What follows belongs to an exercise in optimizing a design on an open flow for small area; a production flow would make more cautious choices. RTL that was checked went through simulation tests only; none was proved equivalent to the original. No activity file was given, so power comes from the tool's default toggle rates.

// snow_overlay_top
module snow_overlay_top (
    input  logic        clk_i,
    input  logic        rst_i,
    input  logic        cen_i,      
    input  logic [1:0]  blank_i,    
    input  logic [2:0]  sync_i,     
    output logic [23:0] rgb_o,      
    output logic [2:0]  sync_o      
);
For scale: roughly 2700 cells after synthesis, about 35 I/O pins.
clock: 12.5 ns
lec_check: 0
abc_area: 1
cap_margin: 20
core_margin: 2
core_utilization: 40
slew_margin: 20
standard.sh (not shown) runs the stock make flow with config.mk's settings and CLKGATE_MAP_FILE= SYNTH_SCRIPT=/design/flow/synth_recipe.tcl, a recipe that flattens the netlist after the stock synthesis.
==> flow/flow/run.sh <==
#!/bin/bash
# Own layout flow: the standard synthesis, then the combinational logic between the
# (unchanged) flip-flops is re-mapped with a stronger ABC script, then the standard layout
# from floorplan to finish. Each tool's output goes to a log file of its own here.
set -euo pipefail
W=$(pwd)
F=$W/flow
YOSYS=${YOSYS_EXE:-/OpenROAD-flow-scripts/tools/install/yosys/bin/yosys}
[[ -x $YOSYS ]] || YOSYS=yosys

# 1. Standard synthesis (the standard flow's own script, unchanged)
bash standard.sh synth > "$W/synth_std.log" 2>&1
R=$(dirname "$(ls "$W"/orfs/results/*/snow_overlay_top/base/1_2_yosys.v | head -n 1)")
cp "$R/1_2_yosys.v" "$W/netlist_std.v"

# 2. Re-map the gates between the flip-flops
RESYN_LIB=$FLOW_HOME/platforms/$FLOW_PLATFORM/lib/sky130_fd_sc_hd__tt_025C_1v80.lib \
RESYN_NETLIST=$W/netlist_std.v RESYN_TOP=$FLOW_TOP RESYN_SCRIPT=$F/resyn.abc \
RESYN_STAT=$W/resyn_stat.txt RESYN_OUT=$W/netlist_resyn.v \
  "$YOSYS" -c "$F/resyn.tcl" > "$W/resyn.log" 2>&1
cp "$W/netlist_resyn.v" "$R/1_2_yosys.v"
rm -f "$R/1_synth.odb" "$R/1_synth.sdc"

# 3. Standard layout on the new netlist. Ports get the smallest buffer; the clock tree uses
# mid-size buffers without dummy loads.
bash standard.sh \
  "BUFFER_PORTS_ARGS=-buffer_cell sky130_fd_sc_hd__buf_1" \
  "CTS_ARGS=-sink_clustering_enable -repair_clock_nets -buf_list sky130_fd_sc_hd__clkbuf_16 -dont_use_dummy_load -sink_clustering_size 30 -sink_clustering_max_diameter 100" \
  "GPL_TIMING_DRIVEN=0" "REMOVE_ABC_BUFFERS=1" finish > "$W/layout.log" 2>&1
==> flow/flow/resyn.abc <==
strash
balance -l; resub -K 6 -l; rewrite -l; resub -K 6 -N 2 -l; refactor -l; resub -K 8 -l; balance -l; resub -K 8 -N 2 -l; rewrite -l; resub -K 10 -l; rewrite -z -l; resub -K 10 -N 2 -l; balance -l; resub -K 12 -l; refactor -z -l; resub -K 12 -N 2 -l; rewrite -z -l; balance -l
balance -l; resub -K 6 -l; rewrite -l; resub -K 6 -N 2 -l; refactor -l; resub -K 8 -l; balance -l; resub -K 8 -N 2 -l; rewrite -l; resub -K 10 -l; rewrite -z -l; resub -K 10 -N 2 -l; balance -l; resub -K 12 -l; refactor -z -l; resub -K 12 -N 2 -l; rewrite -z -l; balance -l
balance -l; resub -K 6 -l; rewrite -l; resub -K 6 -N 2 -l; refactor -l; resub -K 8 -l; balance -l; resub -K 8 -N 2 -l; rewrite -l; resub -K 10 -l; rewrite -z -l; resub -K 10 -N 2 -l; balance -l; resub -K 12 -l; refactor -z -l; resub -K 12 -N 2 -l; rewrite -z -l; balance -l
dch -f
amap
topo
dnsize -c
Other scripts of this flow, unchanged in this note and not shown: flow/flow/resyn.tcl
==> next run, changes <==
--- a/flow/flow/run.sh
+++ b/flow/flow/run.sh
@@ -26,4 +26,4 @@
 bash standard.sh \
   "BUFFER_PORTS_ARGS=-buffer_cell sky130_fd_sc_hd__buf_1" \
-  "CTS_ARGS=-sink_clustering_enable -repair_clock_nets -buf_list sky130_fd_sc_hd__clkbuf_16 -dont_use_dummy_load -sink_clustering_size 30 -sink_clustering_max_diameter 100" \
+  "CTS_ARGS=-sink_clustering_enable -repair_clock_nets -buf_list {sky130_fd_sc_hd__clkbuf_4 sky130_fd_sc_hd__clkbuf_8} -dont_use_dummy_load" \
   "GPL_TIMING_DRIVEN=0" "REMOVE_ABC_BUFFERS=1" finish > "$W/layout.log" 2>&1
- via count is about the same
- fmax barely changes
- total power goes down by roughly a tenth
==> next run, changes <==
--- a/flow/flow/run.sh
+++ b/flow/flow/run.sh
@@ -26,4 +26,4 @@
 bash standard.sh \
   "BUFFER_PORTS_ARGS=-buffer_cell sky130_fd_sc_hd__buf_1" \
-  "CTS_ARGS=-sink_clustering_enable -repair_clock_nets -buf_list {sky130_fd_sc_hd__clkbuf_4 sky130_fd_sc_hd__clkbuf_8} -dont_use_dummy_load" \
+  "CTS_ARGS=-sink_clustering_enable -repair_clock_nets -buf_list sky130_fd_sc_hd__clkbuf_8 -dont_use_dummy_load" \
   "GPL_TIMING_DRIVEN=0" "REMOVE_ABC_BUFFERS=1" finish > "$W/layout.log" 2>&1
==> flow/flow/resyn.abc (replaced) <==
strash
&get -n
&deepsyn -T 120
&put
dch -f
amap -F 4 -A 10 -m
topo
dnsize -c
Outcome: Worst hold slack is about the same. Synthesized cell count shrinks by 1.8%. Wire length grows by 7.0%. Critical path depth is lower by 7. Total power decreases by 0.58%.
==> next run, changes <==
Settings changed: CAP_MARGIN 20 to 0, SLEW_MARGIN 20 to 0.
The changed run ran to the end with no violations.
Final cell count hardly moves.
First-iteration DRC count increases by 7.7%.
Setup slack got worse by 0.027 ns.
Maximum frequency is about the same.
Global-route usage stays flat.
Power hardly moves.
Die area is unchanged.
Routed wire length increases by 0.34%.
Clock skew came out lower by 0.0041 ns.
Cell area decreases by 0.41%.
Via count hardly moves.
==> next run, changes <==
==> flow/flow/resyn.abc (replaced) <==
strash
balance -l; resub -K 6 -l; rewrite -l; resub -K 6 -N 2 -l; refactor -l; resub -K 8 -l; balance -l; resub -K 8 -N 2 -l; rewrite -l; resub -K 10 -l; rewrite -z -l; resub -K 10 -N 2 -l; balance -l; resub -K 12 -l; refactor -z -l; resub -K 12 -N 2 -l; rewrite -z -l; balance -l
balance -l; resub -K 6 -l; rewrite -l; resub -K 6 -N 2 -l; refactor -l; resub -K 8 -l; balance -l; resub -K 8 -N 2 -l; rewrite -l; resub -K 10 -l; rewrite -z -l; resub -K 10 -N 2 -l; balance -l; resub -K 12 -l; refactor -z -l; resub -K 12 -N 2 -l; rewrite -z -l; balance -l
balance -l; resub -K 6 -l; rewrite -l; resub -K 6 -N 2 -l; refactor -l; resub -K 8 -l; balance -l; resub -K 8 -N 2 -l; rewrite -l; resub -K 10 -l; rewrite -z -l; resub -K 10 -N 2 -l; balance -l; resub -K 12 -l; refactor -z -l; resub -K 12 -N 2 -l; rewrite -z -l; balance -l
dch -f
amap
topo
dnsize -c
Settings changed: CAP_MARGIN 0 to 20, SLEW_MARGIN 0 to 20.
- total power rises by about 0.4%
- cell count went up by 2.9%
- worst hold slack gets worse by 0.0071 ns
- global-route usage decreases by 2.2 points
- design area goes up by 2.7%

---

snow_overlay_top, a different RTL version from the one above (not shown whole).
Size in the first run: ~2700 cells after synthesis, roughly 35 I/O pins, ~0.016 sq mm of cells after synthesis.
export LEC_CHECK = 0
export ABC_AREA = 1
export CAP_MARGIN = 20
export CORE_MARGIN = 2
export CORE_UTILIZATION = 40
export SLEW_MARGIN = 20
create_clock -name core_clock -period 12.5 [get_ports {clk_i}]
==> flow/flow/run.sh <==
#!/bin/bash
# Own layout flow: the standard synthesis, then the combinational logic between the
# (unchanged) flip-flops is re-mapped with a stronger ABC script, then the standard layout
# from floorplan to finish. Each tool's output goes to a log file of its own here.
set -euo pipefail
W=$(pwd)
F=$W/flow
YOSYS=${YOSYS_EXE:-/OpenROAD-flow-scripts/tools/install/yosys/bin/yosys}
[[ -x $YOSYS ]] || YOSYS=yosys

# 1. Standard synthesis (the standard flow's own script, unchanged)
bash standard.sh synth > "$W/synth_std.log" 2>&1
R=$(dirname "$(ls "$W"/orfs/results/*/snow_overlay_top/base/1_2_yosys.v | head -n 1)")
cp "$R/1_2_yosys.v" "$W/netlist_std.v"

# 2. Re-map the gates between the flip-flops
RESYN_LIB=$FLOW_HOME/platforms/$FLOW_PLATFORM/lib/sky130_fd_sc_hd__tt_025C_1v80.lib \
RESYN_NETLIST=$W/netlist_std.v RESYN_TOP=$FLOW_TOP RESYN_SCRIPT=$F/resyn.abc \
RESYN_STAT=$W/resyn_stat.txt RESYN_OUT=$W/netlist_resyn.v \
  "$YOSYS" -c "$F/resyn.tcl" > "$W/resyn.log" 2>&1
cp "$W/netlist_resyn.v" "$R/1_2_yosys.v"
rm -f "$R/1_synth.odb" "$R/1_synth.sdc"

# 3. Standard layout on the new netlist
bash standard.sh ${FLOW_MAKE_VARS:-} finish > "$W/layout.log" 2>&1
Other scripts of this flow, unchanged in this note and not shown: flow/flow/resyn.abc, flow/flow/resyn.tcl
Next try:
--- a/flow/flow/run.sh
+++ b/flow/flow/run.sh
@@ -25 +25 @@
-bash standard.sh ${FLOW_MAKE_VARS:-} finish > "$W/layout.log" 2>&1
+bash standard.sh "BUFFER_PORTS_ARGS=-buffer_cell sky130_fd_sc_hd__buf_1" "CTS_ARGS=-sink_clustering_enable -repair_clock_nets -buf_list sky130_fd_sc_hd__clkbuf_8 -dont_use_dummy_load" finish > "$W/layout.log" 2>&1
After rerunning:
- wire length goes down by 1.8%
- sequential power hardly moves
- setup slack loses 0.066 ns

---

Setup of before:
Another version of the RTL of snow_overlay_top (not shown whole).
Size: about 2600 cells after synthesis.
Settings: LEC_CHECK=0, ABC_AREA=1, CAP_MARGIN=0, CORE_MARGIN=2, CORE_UTILIZATION=65, PLACE_DENSITY=0.75, SLEW_MARGIN=0; clock period 12.5 ns.
==> flow/flow/run.sh <==
#!/bin/bash
# Own layout flow: the standard synthesis, then the combinational logic between the
# (unchanged) flip-flops is re-mapped with a stronger ABC script, then the standard layout
# from floorplan to finish. Each tool's output goes to a log file of its own here.
set -euo pipefail
W=$(pwd)
F=$W/flow
YOSYS=${YOSYS_EXE:-/OpenROAD-flow-scripts/tools/install/yosys/bin/yosys}
[[ -x $YOSYS ]] || YOSYS=yosys

# 1. Standard synthesis (the standard flow's own script, unchanged)
bash standard.sh synth > "$W/synth_std.log" 2>&1
R=$(dirname "$(ls "$W"/orfs/results/*/snow_overlay_top/base/1_2_yosys.v | head -n 1)")
cp "$R/1_2_yosys.v" "$W/netlist_std.v"

# 2. Re-map the gates between the flip-flops
RESYN_LIB=$FLOW_HOME/platforms/$FLOW_PLATFORM/lib/sky130_fd_sc_hd__tt_025C_1v80.lib \
RESYN_NETLIST=$W/netlist_std.v RESYN_TOP=$FLOW_TOP RESYN_SCRIPT=$F/resyn.abc \
RESYN_STAT=$W/resyn_stat.txt RESYN_OUT=$W/netlist_resyn.v \
  "$YOSYS" -c "$F/resyn.tcl" > "$W/resyn.log" 2>&1
cp "$W/netlist_resyn.v" "$R/1_2_yosys.v"
rm -f "$R/1_synth.odb" "$R/1_synth.sdc"

# 3. Standard layout on the new netlist. Ports get the smallest buffer; the clock tree uses
# mid-size buffers without dummy loads.
bash standard.sh \
  "BUFFER_PORTS_ARGS=-buffer_cell sky130_fd_sc_hd__buf_1" \
  "CTS_ARGS=-sink_clustering_enable -repair_clock_nets -buf_list sky130_fd_sc_hd__clkbuf_8 -dont_use_dummy_load" \
  "GPL_TIMING_DRIVEN=0" "REMOVE_ABC_BUFFERS=1" finish > "$W/layout.log" 2>&1
Other scripts of this flow, unchanged in this note and not shown: flow/flow/resyn.abc, flow/flow/resyn.tcl
before finished end to end and its layout was clean on timing, DRC and antenna.
Relative to before, the following input files were edited for after:
Settings: CORE_UTILIZATION changed from 65 to 40; PLACE_DENSITY removed (was 0.75).
==> comparison <==
Relative to before, routed wire length per instance has decreased by about 3% in after. Clock power share, before and after, higher one = before. Re finished layout cell area: before and after aren't equal, and the higher value belongs to after. There was hardly any difference in mean instance size in the synthesized netlist between before and after. For the worst-case headroom to the max-slew limit, after came in 15 points lower than before did. | routed wire length | higher: after |. Instance count after placement with tap cells included for after: 183 up relative to before. Status: combinational-cell power consumption parity (before, after). Compared to before, after has global-route usage over all layers 15 points lower. The area of the multi-input gates on after is in line with that on before.

---

## the baseline
snow_overlay_top, a different RTL version from the one above (not shown whole).
Size in the first run: ~35 I/O pins.
==> flow/config.mk <==
export PLATFORM = sky130hd
export DESIGN_NAME = snow_overlay_top
export DESIGN_NICKNAME = snow_overlay_top
export VERILOG_FILES = /design/flow/design.v
export SDC_FILE = /design/flow/constraint.sdc
export NUM_CORES = 4
export LEC_CHECK = 0
export ABC_AREA = 1
export CAP_MARGIN = 20
export CORE_MARGIN = 2
export CORE_UTILIZATION = 40
export CTS_BUF_LIST = sky130_fd_sc_hd__clkbuf_2
export CTS_CLUSTER_SIZE = 20
export SLEW_MARGIN = 20
==> flow/constraint.sdc <==
create_clock -name core_clock -period 12.5 [get_ports {clk_i}]
set_input_delay 2.5000 -clock core_clock [delete_from_list [all_inputs] [get_ports {clk_i}]]
set_output_delay 2.5000 -clock core_clock [all_outputs]
set_load 0.01 [all_outputs]
run.sh (not shown) runs the stock make flow with config.mk's settings and CLKGATE_MAP_FILE= SYNTH_SCRIPT=/design/flow/synth_recipe.tcl, a recipe that flattens the netlist after the stock synthesis.
Stock flow here: none of the scripts above is used.
The baseline reached the end of the flow, and the finished layout is clean on the timing, DRC and antenna checks.
Changes in the candidate relative to the baseline:
Settings: a change of CTS_BUF_LIST from sky130_fd_sc_hd__clkbuf_2 to sky130_fd_sc_hd__clkbuf_4; a deleted CTS_CLUSTER_SIZE that had been 20.
Findings:
The candidate vs the baseline: relative slew slack up in the candidate. Between the baseline and the candidate, area of all placed cells without fillers is lower for the baseline, the candidate comes in above that. Diff the baseline -> the candidate: floorplan die height closely matched the old numbers, core region area closely matched the old numbers. The higher end-of-flow core utilization of the baseline and the candidate is in the candidate.
Function was not checked in any run of this note: the RTL went through the layout flow alone.

---

== run A ==
snow_overlay_top, a different RTL version from the one above (not shown whole).
For scale: roughly 35 I/O pins, roughly 0.015 mm2 of cells after synthesis.
==> flow/design.v (excerpt) <==
module snow_overlay_top (
    input  logic        clk_i,
    input  logic        rst_i,
    input  logic        cen_i,      
    input  logic [1:0]  blank_i,    
    input  logic [2:0]  sync_i,     
    output logic [23:0] rgb_o,      
    output logic [2:0]  sync_o      
);
clock: 12.5 ns
lec_check: 0
abc_area: 1
cap_margin: 20
core_margin: 2
core_utilization: 40
slew_margin: 0
standard.sh (not shown) runs the stock make flow with config.mk's settings and CLKGATE_MAP_FILE= SYNTH_SCRIPT=/design/flow/synth_recipe.tcl, a recipe that flattens the netlist after the stock synthesis.
Scripts as last shown in full above: flow/flow/run.sh
Other scripts of this flow, unchanged in this note and not shown: flow/flow/resyn.abc, flow/flow/resyn.tcl
Run A finished end to end and its layout was clean on timing, DRC and antenna.
Input-level comparison between run B and run A:
- CAP_MARGIN changed from 20 to 10
--- outcome ---
No stage failed in run B, and the final checks on the layout all came back clean.
Number of cells on the worst hold path came out exactly the same in run B and run A.
Diff run A -> run B: utilization after layout held; count of non-filler cells in the finished layout held.
Setup changes, run B to run C
- CAP_MARGIN: 10 -> 20
- SLEW_MARGIN: 0 -> 20
## What came out
- Global routing usage on met1 delta (run B -> run C): insignificant
- Run B → run C: post-route standard cell area excluding fillers roughly the same; count of inserted tapcells comparable; slack of the critical path has increased.
- Final cell count of run C is on par with run B.

---

snow_overlay_top, a different RTL version from the one above (not shown whole).
Size: ~2,800 cells after synthesis, ~35 I/O pins.
==> flow/config.mk <==
export PLATFORM = sky130hd
export DESIGN_NAME = snow_overlay_top
export DESIGN_NICKNAME = snow_overlay_top
export VERILOG_FILES = /design/flow/design.v
export SDC_FILE = /design/flow/constraint.sdc
export NUM_CORES = 4
export LEC_CHECK = 0
export ABC_AREA = 1
export CAP_MARGIN = 20
export CORE_MARGIN = 2
export CORE_UTILIZATION = 40
export SLEW_MARGIN = 20
==> flow/constraint.sdc <==
create_clock -name core_clock -period 12.5 [get_ports {clk_i}]
set_input_delay 2.5000 -clock core_clock [delete_from_list [all_inputs] [get_ports {clk_i}]]
set_output_delay 2.5000 -clock core_clock [all_outputs]
set_load 0.01 [all_outputs]
==> flow/flow/run.sh <==
#!/bin/bash
# Own layout flow: the standard synthesis, then the combinational logic between the
# (unchanged) flip-flops is re-mapped with a stronger ABC script, then the standard layout
# from floorplan to finish. Each tool's output goes to a log file of its own here.
set -euo pipefail
W=$(pwd)
F=$W/flow
YOSYS=${YOSYS_EXE:-/OpenROAD-flow-scripts/tools/install/yosys/bin/yosys}
[[ -x $YOSYS ]] || YOSYS=yosys

# 1. Standard synthesis (the standard flow's own script, unchanged)
bash standard.sh synth > "$W/synth_std.log" 2>&1
R=$(dirname "$(ls "$W"/orfs/results/*/snow_overlay_top/base/1_2_yosys.v | head -n 1)")
cp "$R/1_2_yosys.v" "$W/netlist_std.v"

# 2. Re-map the gates between the flip-flops
RESYN_LIB=$FLOW_HOME/platforms/$FLOW_PLATFORM/lib/sky130_fd_sc_hd__tt_025C_1v80.lib \
RESYN_NETLIST=$W/netlist_std.v RESYN_TOP=$FLOW_TOP RESYN_SCRIPT=$F/resyn.abc \
RESYN_STAT=$W/resyn_stat.txt RESYN_OUT=$W/netlist_resyn.v \
  "$YOSYS" -c "$F/resyn.tcl" > "$W/resyn.log" 2>&1
cp "$W/netlist_resyn.v" "$R/1_2_yosys.v"
rm -f "$R/1_synth.odb" "$R/1_synth.sdc"

# 3. Standard layout on the new netlist. Ports get the smallest buffer; the clock tree uses
# mid-size buffers without dummy loads.
bash standard.sh \
  "BUFFER_PORTS_ARGS=-buffer_cell sky130_fd_sc_hd__buf_1" \
  "CTS_ARGS=-sink_clustering_enable -repair_clock_nets -buf_list sky130_fd_sc_hd__clkbuf_8 -dont_use_dummy_load -sink_clustering_size 24 -sink_clustering_max_diameter 80" \
  "GPL_TIMING_DRIVEN=0" "REMOVE_ABC_BUFFERS=1" finish > "$W/layout.log" 2>&1
Other scripts of this flow, unchanged in this note and not shown: flow/flow/resyn.abc, flow/flow/resyn.tcl
Rerun with:
--- a/flow/flow/run.sh
+++ b/flow/flow/run.sh
@@ -28,2 +28,2 @@
-  "CTS_ARGS=-sink_clustering_enable -repair_clock_nets -buf_list sky130_fd_sc_hd__clkbuf_8 -dont_use_dummy_load -sink_clustering_size 24 -sink_clustering_max_diameter 80" \
-  "GPL_TIMING_DRIVEN=0" "REMOVE_ABC_BUFFERS=1" finish > "$W/layout.log" 2>&1
+  "CTS_ARGS=-sink_clustering_enable -repair_clock_nets -buf_list sky130_fd_sc_hd__clkbuf_8 -dont_use_dummy_load" \
+  ${FLOW_MAKE_VARS:-} finish > "$W/layout.log" 2>&1
=> Design area rises slightly; global-route usage rose by 1.0 points; total power stays flat; worst hold slack improves by 7.0 ps; worst setup slack is better by 66 ps; wire length went up by a few percent; count of clock-buffer cells in the layout is unchanged; area after synthesis is unchanged; final cell count climbs slightly; synthesized cell count is unchanged.

==> afterwards: timing with drivers on the ports <==
The flow's constraints put no driver on any port. The routed layouts listed below were extracted and timed again, unchanged, in two steps.
Step 1: set_driving_cell puts a clkbuf_16 on clk_i and a buf_2 on each other input, an assumption about the parent block.
Step 2 adds t to the input delays and takes it off the output delays; t is the mean of the earliest and latest rising clock arrival at the registers after step 1. Input paths then give back, and output paths get back, about the clock's delay inside the block.
a / b / c = ideal / step 1 / step 2; a / b = the first two.
run | t (ns) | slack for setup (ns) | worst register clock-pin slew, ns
the first run of note 1 | 0.487 | 1.328 / 1.328 / 1.328 | 0.07 / 0.07
the second run of note 1 | 0.522 | 1.323 / 1.323 / 1.323 | 0.09 / 0.09
the third run of note 1 | 0.502 | 1.052 / 1.052 / 1.052 | 0.09 / 0.09
the fourth run of note 1 | 0.502 | 1.026 / 1.026 / 1.026 | 0.08 / 0.08
the fifth run of note 1 | 0.522 | 1.323 / 1.323 / 1.323 | 0.09 / 0.09
the first run of note 2 | 0.504 | 3.595 / 3.595 / 3.595 | 0.08 / 0.08
the second run of note 2 | 0.531 | 3.529 / 3.529 / 3.529 | 0.11 / 0.11
before | 0.514 | 1.130 / 1.130 / 1.130 | 0.11 / 0.11
after | 0.528 | 1.053 / 1.053 / 1.053 | 0.09 / 0.09
the baseline | 1.026 | 5.389 / 5.389 / 4.865 | 0.12 / 0.12
the candidate | 0.827 | 5.411 / 5.411 / 4.845 | 0.07 / 0.07
run A | 0.531 | 1.162 / 1.162 / 1.162 | 0.09 / 0.09
run B | 0.526 | 1.215 / 1.215 / 1.215 | 0.09 / 0.09
run C | 0.522 | 1.253 / 1.253 / 1.253 | 0.09 / 0.09
the first run of note 6 | 0.526 | 1.271 / 1.271 / 1.271 | 0.09 / 0.09
the second run of note 6 | 0.526 | 1.337 / 1.337 / 1.337 | 0.09 / 0.09
After both steps setup and hold are still met in every run listed. The setup slack of the candidate, which loses most, moves by 0.000 ns with the drivers and by -0.566 ns with both steps.
